This is an optimization exercise on Yosys and OpenROAD, whose aim is small area and a short achievable clock period, not a production implementation.
At most, simulation tests tie the RTL to the original design; equivalence was not proved.

==> inputs of exp/raven <==
==> flow/design.v (excerpt) <==
module executeStage (
    input  logic                         clk_i,
    input  logic                         rst_n_i,
    input  logic                         stall_i,
    input  logic                         bubble_i,
    input  logic [3:0]                   icode_i,
    input  logic [3:0]                   ifun_i,
    input  logic [2:0]                   stat_i,
    input  logic [y86Pkg::WORD_W-1:0]    valA_i,
    input  logic [y86Pkg::WORD_W-1:0]    valB_i,
    input  logic [y86Pkg::WORD_W-1:0]    valC_i,
    input  logic [3:0]                   dstE_i,
    input  logic [3:0]                   dstM_i,
    input  logic [3:0]                   srcA_i,      
    input  logic [3:0]                   srcB_i,
    output logic [3:0]                   icode_o,
    output logic [2:0]                   stat_o,
    output logic [y86Pkg::WORD_W-1:0]    valE_o,
    output logic [y86Pkg::WORD_W-1:0]    valA_o,
    output logic [3:0]                   dstE_o,
    output logic [3:0]                   dstM_o,
    output logic                         cnd_o
);
export LEC_CHECK = 0
export CAP_MARGIN = 20
export CORE_MARGIN = 2
export CORE_UTILIZATION = 40
export SLEW_MARGIN = 20
create_clock -name core_clock -period 7.2 [get_ports {clk_i}]
standard.sh (not shown) runs the stock make flow with config.mk's settings and CLKGATE_MAP_FILE= SYNTH_SCRIPT=/design/flow/synth_recipe.tcl, a recipe that flattens the netlist after the stock synthesis.
==> flow/flow/run.sh <==
#!/bin/bash
set -euo pipefail
export BUFFER_PORTS_ARGS="-buffer_cell sky130_fd_sc_hd__buf_1"
export CTS_BUF_LIST="sky130_fd_sc_hd__clkbuf_8 sky130_fd_sc_hd__clkbuf_16"
export CTS_CLUSTER_SIZE=24
export CTS_CLUSTER_DIAMETER=100
export SETUP_SLACK_MARGIN=4.2
export TNS_END_PERCENT=5
bash standard.sh finish > make_finish.log 2>&1
==> inputs of exp/fjord, as changes to exp/raven <==
--- a/flow/design.v
+++ b/flow/design.v
@@ -64,10 +64,11 @@
     output logic [y86Pkg::WORD_W-1:1]    opX_o,
     output logic [y86Pkg::WORD_W-1:1]    opY_o,
     output logic                         sum0_o,      
     output logic                         carry1_o,    
     output logic                         noCarry_o,
+    output logic                         zeroE_o,     
     output logic [3:0]                   dstE_o,
     output logic [3:0]                   dstM_o
 );
     localparam int W = y86Pkg::WORD_W;
     logic kill;
@@ -86,11 +87,13 @@
     assign opAdd = isOpq && (ifun_i == 4'h0);
     assign opSub = isOpq && (ifun_i == 4'h1);
     assign opAnd = isOpq && (ifun_i == 4'h2);
     assign opXor = isOpq && (ifun_i == 4'h3);
     logic xB;
-    assign xB = opAdd || opSub || opAnd || opXor || isMem || isPush || isPop;
+    assign xB = isOpq || isMem || isPush || isPop;
+    logic opNone;
+    assign opNone = isOpq && (ifun_i[3:2] != 2'b00);
     logic yA, yNA, yNAB, yC, yM8, yP8;
     assign yA   = opAdd || opXor || isCmov;
     assign yNA  = opSub;
     assign yNAB = opAnd;
     assign yC   = isIrmov || isMem;
@@ -121,11 +124,12 @@
             cfun_o   <= cfunNext;
             opX_o    <= xNext[W-1:1];
             opY_o    <= yNext[W-1:1];
             sum0_o   <= sum0Next;
             carry1_o <= carry1Next;
-            noCarry_o <= opAnd || opXor;
+            noCarry_o <= opAnd || opXor || opNone;
+            zeroE_o   <= opNone;
         end
     end
 endmodule
 `timescale 1ns/1ps
 module aluUnit (
@@ -718,10 +722,11 @@
 module memoryRegister (
     input  logic                         clk_i,
     input  logic                         rst_n_i,
     input  logic                         stall_i,
     input  logic                         bubble_i,    
+    input  logic                         zeroE_i,     
     input  logic [3:0]                   icode_i,
     input  logic [2:0]                   stat_i,
     input  logic [y86Pkg::WORD_W-1:0]    valE_i,
     input  logic [y86Pkg::WORD_W-1:0]    valA_i,
     input  logic [3:0]                   dstE_i,
@@ -747,11 +752,11 @@
             dstM_o  <= y86Pkg::REG_NONE;
             cnd_o   <= 1'b0;
         end else begin
             icode_o <= icode_i;
             stat_o  <= stat_i;
-            valE_o  <= valE_i;
+            valE_o  <= zeroE_i ? '0 : valE_i;
             valA_o  <= valA_i;
             dstE_o  <= dstESel;
             dstM_o  <= dstM_i;
             cnd_o   <= cnd_i;
         end
@@ -790,10 +795,11 @@
     logic [y86Pkg::WORD_W-1:1] eOpX;
     logic [y86Pkg::WORD_W-1:1] eOpY;
     logic                      eSum0;
     logic                      eCarry1;
     logic                      eNoCarry;
+    logic                      eZeroE;
     logic [3:0]                eDstE;
     logic [3:0]                eDstM;
     logic [y86Pkg::WORD_W-1:0] aluValE;
     logic                      eCnd;
     executeRegister u_executeRegister (
@@ -802,11 +808,11 @@
         .valA_i  (valA_i),  .valB_i  (valB_i),  .valC_i  (valC_i),
         .dstE_i  (dstE_i),  .dstM_i  (dstM_i),
         .bubble_o (eBubble),
         .icode_o (eIcode),  .cfun_o  (eCfun),   .setCc_o (eSetCc), .stat_o (eStat),
         .valA_o  (eValA),   .opX_o   (eOpX),    .opY_o   (eOpY),   .sum0_o (eSum0), .carry1_o (eCarry1),
-        .noCarry_o (eNoCarry),
+        .noCarry_o (eNoCarry), .zeroE_o (eZeroE),
         .dstE_o  (eDstE),   .dstM_o  (eDstM)
     );
     aluUnit u_aluUnit (
         .opX_i  (eOpX),    .opY_i   (eOpY),    .sum0_i (eSum0), .carry1_i (eCarry1), .noCarry_i (eNoCarry),
         .valE_o (aluValE)
@@ -817,10 +823,11 @@
         .noCarry_i (eNoCarry),
         .mValE_i (valE_o), .cfun_i (eCfun), .cnd_o (eCnd)
     );
     memoryRegister u_memoryRegister (
         .clk_i   (clk_i),   .rst_n_i (rst_n_i), .stall_i (stall_i), .bubble_i (eBubble),
+        .zeroE_i (eZeroE),
         .icode_i (eIcode),  .stat_i  (eStat),   .valE_i  (aluValE), .valA_i (eValA),
         .dstE_i  (eDstE),   .dstM_i  (eDstM),   .cnd_i   (eCnd),
         .icode_o (icode_o), .stat_o  (stat_o),  .valE_o  (valE_o),  .valA_o (valA_o),
         .dstE_o  (dstE_o),  .dstM_o  (dstM_o),  .cnd_o   (cnd_o)
     );
==> flow/flow/run.sh (replaced) <==
#!/bin/bash
set -euo pipefail
export BUFFER_PORTS_ARGS="-buffer_cell sky130_fd_sc_hd__buf_1"
export CTS_BUF_LIST="sky130_fd_sc_hd__clkbuf_8 sky130_fd_sc_hd__clkbuf_16"
export CTS_CLUSTER_SIZE=24
export CTS_CLUSTER_DIAMETER=100
export SETUP_SLACK_MARGIN=4.4
bash standard.sh finish > make_finish.log 2>&1
==> results.txt <==
|  | exp/fjord | exp/raven |
|---|---|---|
| Sequential cell count | 364 | 363 |
| Clock-cell share of area | 0.0288 | 0.0298 |
| Post-CTS setup buffer count | 18 | 16 |
| Routed wire length on met2 | 21,500 um | 19,800 um |
| Placed Instance Area | 0.0173 mm2 | 0.0176 mm2 |
| Net count after synthesis | 1,572 | 1,615 |
| Register-to-register path setup slack | 4.28 ns | 4.18 ns |
| Gr usage total | 0.213 | 0.214 |
| Result of the run | timing/DRC/antenna clean | timing/DRC/antenna clean |
| Number of filler cells placed in the layout | 3,433 | 3,633 |
| Maximum cell stage delay along the critical path | 0.44 ns | 1.03 ns |
| Startpoint Class | flip-flop | input pin |
| Number of antenna violations at the first check in global routing | 0 | 2 |
| Crit path setup slack, layout | 4.28 ns | 4.07 ns |
Function not checked in exp/fjord: the RTL went through the layout flow alone.

separate check: timing with driven ports:
Ports are ideal in the flow. The routed layouts listed here were re-timed in OpenROAD.
Step 1 sets driving cells, clkbuf_16 on the clock port and buf_2 on the other inputs (assumed; they add their load-dependent delay and slew).
Step 2 times the ports against the registers' clock, not the clock port: input delays grow and output delays shrink by t, the midpoint of the rising clock arrivals with the driver on.
Three values: ideal ports, drivers, drivers and shift; two values: the first two.
run | t (ns) | setup slack, ns | worst hold slack (ns) | worst setup path after step 2 | cell pins on the clock port's net
exp/raven | 0.583 | 4.071 / 4.081 / 3.497 | 0.419 / 0.419 / 0.419 | input to register | 1
exp/fjord | 0.575 | 4.284 / 4.284 / 3.825 | 0.400 / 0.400 / 0.400 | input to register | 1
After both steps setup and hold are still met in every run listed. The setup slack of exp/raven, which loses most, moves by +0.010 ns with the drivers and by -0.574 ns with both steps.
